Context: an optimization exercise on an open-source flow, tuned for small area. The choices shown serve that exercise and are no tape-out recipe.
The RTL was checked by simulation tests, not by an equivalence proof against the original design.
Power figures rest on the tool's default switching activity, not on a simulated workload.

===== flow/design.v =====
module multicycle_datapath #(
  parameter logic [31:0] RESET_PC = 32'h0000_0000
) (
  input  logic        clk,
  input  logic        reset,
  input  logic        PCWriteCondition,
  input  logic        PCWrite,
  input  logic        IorD,
  input  logic        MemRead,
  input  logic        MemWrite,
  input  logic        MemtoReg,
  input  logic        IRWrite,
  input  logic        PCSource,
  input  logic [1:0]  ALUOp,
  input  logic        ALUSrcA,
  input  logic [1:0]  ALUSrcB,
  input  logic        RegWrite,
  input  logic [31:0] mem_rdata,
  output logic [31:0] instr,
  output logic        zero,
  output logic [31:0] mem_addr,
  output logic [31:0] mem_wdata,
  output logic        mem_read,
  output logic        mem_write,
  output logic [31:0] pc
);
  typedef enum logic [3:0] {
    ALU_ADD,
    ALU_SUB,
    ALU_SLL,
    ALU_SLT,
    ALU_SLTU,
    ALU_XOR,
    ALU_SRL,
    ALU_SRA,
    ALU_OR,
    ALU_AND
  } alu_op_e;
  localparam logic [6:0] OPC_LOAD   = 7'b0000011;
  localparam logic [6:0] OPC_STORE  = 7'b0100011;
  localparam logic [6:0] OPC_BRANCH = 7'b1100011;
  logic [31:0] old_pc;
  logic [31:0] ir;
  logic [31:0] mdr;
  logic [31:0] a_q;
  logic [31:0] b_q;
  logic [31:0] alu_out;
  logic [31:0] rf [32];
  logic [4:0]  rs1;
  logic [4:0]  rs2;
  logic [4:0]  rd;
  logic [31:0] rs1_data;
  logic [31:0] rs2_data;
  logic [31:0] wb_data;
  logic [31:0] imm;
  logic [31:0] op_a;
  logic [31:0] op_b;
  logic [31:0] alu_result;
  alu_op_e     alu_op;
  logic        pc_load;
  assign rs1 = ir[19:15];
  assign rs2 = ir[24:20];
  assign rd  = ir[11:7];
  assign rs1_data = (rs1 == 5'd0) ? 32'd0 : rf[rs1];
  assign rs2_data = (rs2 == 5'd0) ? 32'd0 : rf[rs2];
  assign wb_data  = MemtoReg ? mdr : alu_out;
  assign instr     = ir;
  assign mem_addr  = IorD ? alu_out : pc;
  assign mem_wdata = b_q;
  assign mem_read  = MemRead & ~reset;
  assign mem_write = MemWrite & ~reset;
  always_comb begin
    imm = {{20{ir[31]}}, ir[31:20]};
    case (ir[6:0])
      OPC_LOAD:   imm = {{20{ir[31]}}, ir[31:20]};
      OPC_STORE:  imm = {{20{ir[31]}}, ir[31:25], ir[11:7]};
      OPC_BRANCH: imm = {{19{ir[31]}}, ir[31], ir[7], ir[30:25], ir[11:8], 1'b0};
      default:    ;
    endcase
  end
  always_comb begin
    alu_op = ALU_ADD;
    case (ALUOp)
      2'b00: alu_op = ALU_ADD;
      2'b01: alu_op = ALU_SUB;
      2'b10: begin
        case (ir[14:12])
          3'b000: alu_op = ir[30] ? ALU_SUB : ALU_ADD;
          3'b001: alu_op = ALU_SLL;
          3'b010: alu_op = ALU_SLT;
          3'b011: alu_op = ALU_SLTU;
          3'b100: alu_op = ALU_XOR;
          3'b101: alu_op = ir[30] ? ALU_SRA : ALU_SRL;
          3'b110: alu_op = ALU_OR;
          default: alu_op = ALU_AND;
        endcase
      end
      default: alu_op = ALU_ADD;
    endcase
  end
  always_comb begin
    if (ALUSrcA)
      op_a = a_q;
    else if (ALUSrcB == 2'b10)
      op_a = old_pc;
    else
      op_a = pc;
  end
  always_comb begin
    case (ALUSrcB)
      2'b00:   op_b = b_q;
      2'b01:   op_b = 32'd4;
      default: op_b = imm;
    endcase
  end
  always_comb begin
    alu_result = 32'd0;
    case (alu_op)
      ALU_ADD:  alu_result = op_a + op_b;
      ALU_SUB:  alu_result = op_a - op_b;
      ALU_SLL:  alu_result = op_a << op_b[4:0];
      ALU_SLT:  alu_result = {31'd0, $signed(op_a) < $signed(op_b)};
      ALU_SLTU: alu_result = {31'd0, op_a < op_b};
      ALU_XOR:  alu_result = op_a ^ op_b;
      ALU_SRL:  alu_result = op_a >> op_b[4:0];
      ALU_SRA:  alu_result = $signed(op_a) >>> op_b[4:0];
      ALU_OR:   alu_result = op_a | op_b;
      ALU_AND:  alu_result = op_a & op_b;
      default:  alu_result = 32'd0;
    endcase
  end
  assign zero    = (alu_result == 32'd0);
  assign pc_load = PCWrite | (PCWriteCondition & zero);
  always_ff @(posedge clk) begin
    if (reset) begin
      pc      <= RESET_PC;
      old_pc  <= 32'd0;
      ir      <= 32'd0;
      mdr     <= 32'd0;
      a_q     <= 32'd0;
      b_q     <= 32'd0;
      alu_out <= 32'd0;
      for (int i = 0; i < 32; i++) begin
        rf[i] <= 32'd0;
      end
    end else begin
      mdr     <= mem_rdata;
      a_q     <= rs1_data;
      b_q     <= rs2_data;
      alu_out <= alu_result;
      if (IRWrite) begin
        ir     <= mem_rdata;
        old_pc <= pc;
      end
      if (pc_load) begin
        pc <= PCSource ? alu_out : alu_result;
      end
      if (RegWrite && (rd != 5'd0)) begin
        rf[rd] <= wb_data;
      end
    end
  end
endmodule

===== flow/run.sh =====
#!/bin/bash
# synth_recipe.tcl (not shown) runs the flow's synth.tcl, then flattens the netlist and writes it again
# the make line also repeats each setting of config.mk as NAME=value (left out here)
make -C /OpenROAD-flow-scripts/flow DESIGN_CONFIG=/design/flow/config.mk WORK_HOME=/design/flow/orfs CLKGATE_MAP_FILE= SYNTH_SCRIPT=/design/flow/synth_recipe.tcl finish

===== flow/config.mk =====
export PLATFORM = sky130hd
export DESIGN_NAME = multicycle_datapath
export DESIGN_NICKNAME = multicycle_datapath
export VERILOG_FILES = /design/flow/design.v
export SDC_FILE = /design/flow/constraint.sdc
export NUM_CORES = 4
export LEC_CHECK = 0
export CAP_MARGIN = 20
export CORE_MARGIN = 2
export CORE_UTILIZATION = 40
export SLEW_MARGIN = 20

===== flow/constraint.sdc =====
create_clock -name core_clock -period 12.0 [get_ports {clk}]
set_input_delay 2.4000 -clock core_clock [delete_from_list [all_inputs] [get_ports {clk}]]
set_output_delay 2.4000 -clock core_clock [all_outputs]
set_load 0.01 [all_outputs]

==> results.txt <==
Yosys cell counts (82+ instances only):
| cell type | count |
|---|---|
| mux2_2 | 126 |
| edfxtp_1 | 1024 |
| a211oi_1 | 82 |
| inv_1 | 99 |
| mux4_2 | 476 |
| buf_1 | 94 |
| nor2_1 | 1318 |
| ha_1 | 100 |
| a21oi_1 | 181 |
| nor2b_1 | 83 |
| clkbuf_1 | 446 |
| mux2i_1 | 387 |
| o21ai_0 | 108 |
| dfxtp_1 | 224 |
| nand2_1 | 291 |
| o22ai_1 | 83 |
layer usage:
| metal | share of wire (%) | vias to the layer above | global-route usage, % | wire, um |
|---|---|---|---|---|
| met4 | 7.6 | 10 | 22.5 | 24700 |
| li1 | - | 22956 | - | - |
| met1 | 36 | 28915 | 44.6 | 119000 |
| met3 | 9.6 | 822 | 7.33 | 31400 |
| met5 | 0.016 | - | 0 | 52 |
| met2 | 47 | 3598 | 56.8 | 152000 |
stage by stage:
stage,utilization (%),setup WS (ns),hold slack (ns),cells
after floorplan,-,2.24,0.453,6036
after global placement,43.6,0.236,0.475,8301
after detailed placement,43.7,0.260,0.482,8311
after CTS,46.3,0.224,0.495,8557
after global routing,46.4,0.0188,0.510,8571
final,46.4,0.229,0.498,8574
logic make-up after synthesis:
group | after synthesis
adders and majority gates | 102
other | 1
and+or+nand+nor | 1967
muxes | 1004
AOI/OAI and AO/OA | 956
buffers and inverters | 696
xor gates and xnor gates | 31
DFF | 1248
area by class of cell:
type	instances	area share, %
Multi-Input combinational cell	4092	41.2
Timing Repair Buffer	538	6.09
Clock inverter	65	0.869
Clock buffer	181	4.64
Inverter	105	0.482
Sequential cell	1248	43.1
Tap cell	2340	3.58
Antenna cell	5	0.0153
worst max-delay path: stages:
cell and delay (ns):
clkdlybuf4s50_1 0.66, nor2b_1 0.30, mux2i_1 0.10, o21ai_0 0.38
buf_4 0.25, inv_1 0.09, ha_1 0.24, fa_1 0.53
nor2_1 0.19, o211ai_1 0.19, a211oi_1 0.46, nor3_1 0.13
buf_4 0.17, o221ai_1 0.37, buf_4 0.21, o211ai_1 0.14
a211o_1 0.35, a31oi_1 0.21, nand4_1 0.12, or2_2 0.32
nor4_4 0.28, and3_1 0.58, buf_12 0.17, clkdlybuf4s50_1 0.53
how the worst min path moves through the flow:
stage	from	endpoint	slack, ns	cells past startpoint
floorplan	old_pc[10]$_SDFFE_PP0P_	old_pc[10]$_SDFFE_PP0P_	0.45	2
global placement	old_pc[17]$_SDFFE_PP0P_	old_pc[17]$_SDFFE_PP0P_	0.47	2
CTS	old_pc[10]$_SDFFE_PP0P_	old_pc[10]$_SDFFE_PP0P_	0.49	2
finish	old_pc[22]$_SDFFE_PP0P_	old_pc[22]$_SDFFE_PP0P_	0.50	2
detailed placement	old_pc[14]$_SDFFE_PP0P_	old_pc[14]$_SDFFE_PP0P_	0.48	2
global route	old_pc[17]$_SDFFE_PP0P_	old_pc[17]$_SDFFE_PP0P_	0.51	2
sequential cells by signal, indices dropped and copies added, names as in the netlist:
name and cells:
mdr 32, a_q 32, pc 32, alu_out 32, old_pc 32, ir 32
b_q 32, rf 1024
where the power goes:
group | leakage [uW] | total [uW] | switching [uW] | internal [uW]
logic | 0.0134 | 2560 | 1650 | 906
registers | 0.0124 | 5080 | 217 | 4870
clock network | 0.00218 | 4300 | 1830 | 2480
total | 0.0281 | 11900 | 3690 | 8250
==> results.txt <==
Clk buf depth: 3
Avg WL per Cell: 38.2 um
Core Area: 0.176 mm^2
Mux cell area share after synthesis: 22.9%
DR pass1 iterations: 5
Xor and xnor fraction of the mapped netlist area: 0.383%
Synth async-reset ratio: 0%
RSZ-0062 raised after global routing: no
Initial Utilization: 40.2%
Simple-gate share of the synthesized area: 11.7%
Mean Syn Cell Area: 11.8 um^2
Period minus WS final: 11.77 ns
Critical Path Source: ALUSrcB[0]
Actual slew at the worst max-slew pin: 1.23 ns
Slew HR: 15.6%
Area of the multi-input gates: 0.0337 mm^2
Resized Gates After CTS: 0
Clock Sink Count: 1,248
Total power: 11,900 uW
CTS Hold Bufs: 0
Max-cap violations: 0
Most frequent cells in the layout: 1,313 x nor2_1, 1,024 x edfxtp_1, 476 x mux4_2, 355 x mux2i_1, 326 x buf_4
Total die area: 0.180 mm^2
Die Wd: 425 um
CTS tree: built
Finished layout cell area: 0.0818 mm^2
Post-Route WL: 327 mm
Reg-to-Reg End: pc[3]$_SDFFE_PP0P_
I/O pin count: 179
Status: finished clean
Worst VDD drop: 0.000145 V
Synthesized cell area: 0.0708 mm^2
Register area: 0.0353 mm^2
Setup Fix Bufs, Post-CTS: 0
Root buffer cell: clkbuf_16
Largest family of logic cells by synthesized area: multiplexers
Post-synthesis cell type count: 100
Max Fclk: 85.0 MHz
Post-DP HPWL: 223 mm
# port buffers: 178
Clock latency on the worst-skew pair: 0.80 ns
Area grow syn2layout: 15.4%
H-tree Lvls: 4
Crit path max fanout: 15
Yosys Warn Count: 1
Final GP Congestion: 1.11
Global-route wire length before repair: 448 mm
Critical Path RT: 9.60 ns
Register-to-Register Path Depth: 20
Hold Violations, Final: 0
Share of cells above drive strength 1: 21.5%
Count of final max-slew check failures: 0
TNS Setup: 0 ns
Chip height: 425 um
Mapped Cells: 6,005
Vias in the first global route: 54.4k
Clk pin slew, worst setup/hold paths: 0.05 ns
Worst Setup Path Type: in -> out
Largest net degree at the start of global routing: 91
Gr usage total: 35.7%
Crit path launch type: input pin
Synth Flop Type: edfxtp_1
Largest area contributor in the netlist: edfxtp_1
Iter 0 DRT Violations: 7,703
Post-synth EDFFs: 1,024
Commonest non-fill, non-tap cell in the layout: nor2_1
Synth top area share: 43.4%
Worst reg-to-reg setup slack: 4.73 ns
ANT nets after route: 0
Routed vias: 56.3k
Flops & latches, synth: 1,248
Endpoint class of the critical path: output pin
Cell Pwr Density: 146 mW/mm^2
Complex-gate fraction of the synthesized area: 9.56%
Post-synthesis sequential area ratio: 49.7%
Row count: 154
Final setup violation count: 0
Area share of fa/ha/maj cells after synthesis: 1.82%
Period utilization: 98.1%
Grt ovf: 0
Worst Hold Class: reg -> reg
Worst r2r src: ir[2]$_SDFFE_PP0P_
Placed cell area: 0.0770 mm^2
Max Clock Skew: 0.0284 ns
Area contributors post-synth: edfxtp_1 43%, mux4_2 15%, nor2_1 7.0%
Total CTS buffers: 139
Arr. time, crit path: 9.37 ns
Layout Nets: 6,274
Number of fillers in the final layout: 15.9k
Initial antenna violation count: 13
DRC Markers: 0
Via density: 6.57
Pleak: 0.0281 uW
Worst Setup EP: zero

re-timing with driven ports:
In the flow no input, the clock included, has a driving cell. The finished layout below was timed again as built, in two steps. Step 1: set_driving_cell puts a clkbuf_16 on clk and a buf_2 on each other input, an assumption about the parent block. Step 2 adds t to the input delays and takes it off the output delays; t is the mean of the earliest and latest rising clock arrival at the registers after step 1. Input paths then give back, and output paths get back, about the clock's delay inside the block. Slacks: ideal / step 1 / step 2; pairs: ideal / step 1.
t, ns: 0.857
slack for setup (ns): 0.229 / 0.166 / 0.166
worst setup path at the end: input to output
After both steps this run still meets setup and hold. For this run, drivers alone change the setup slack by -0.063 ns; drivers and shift together by -0.063 ns.
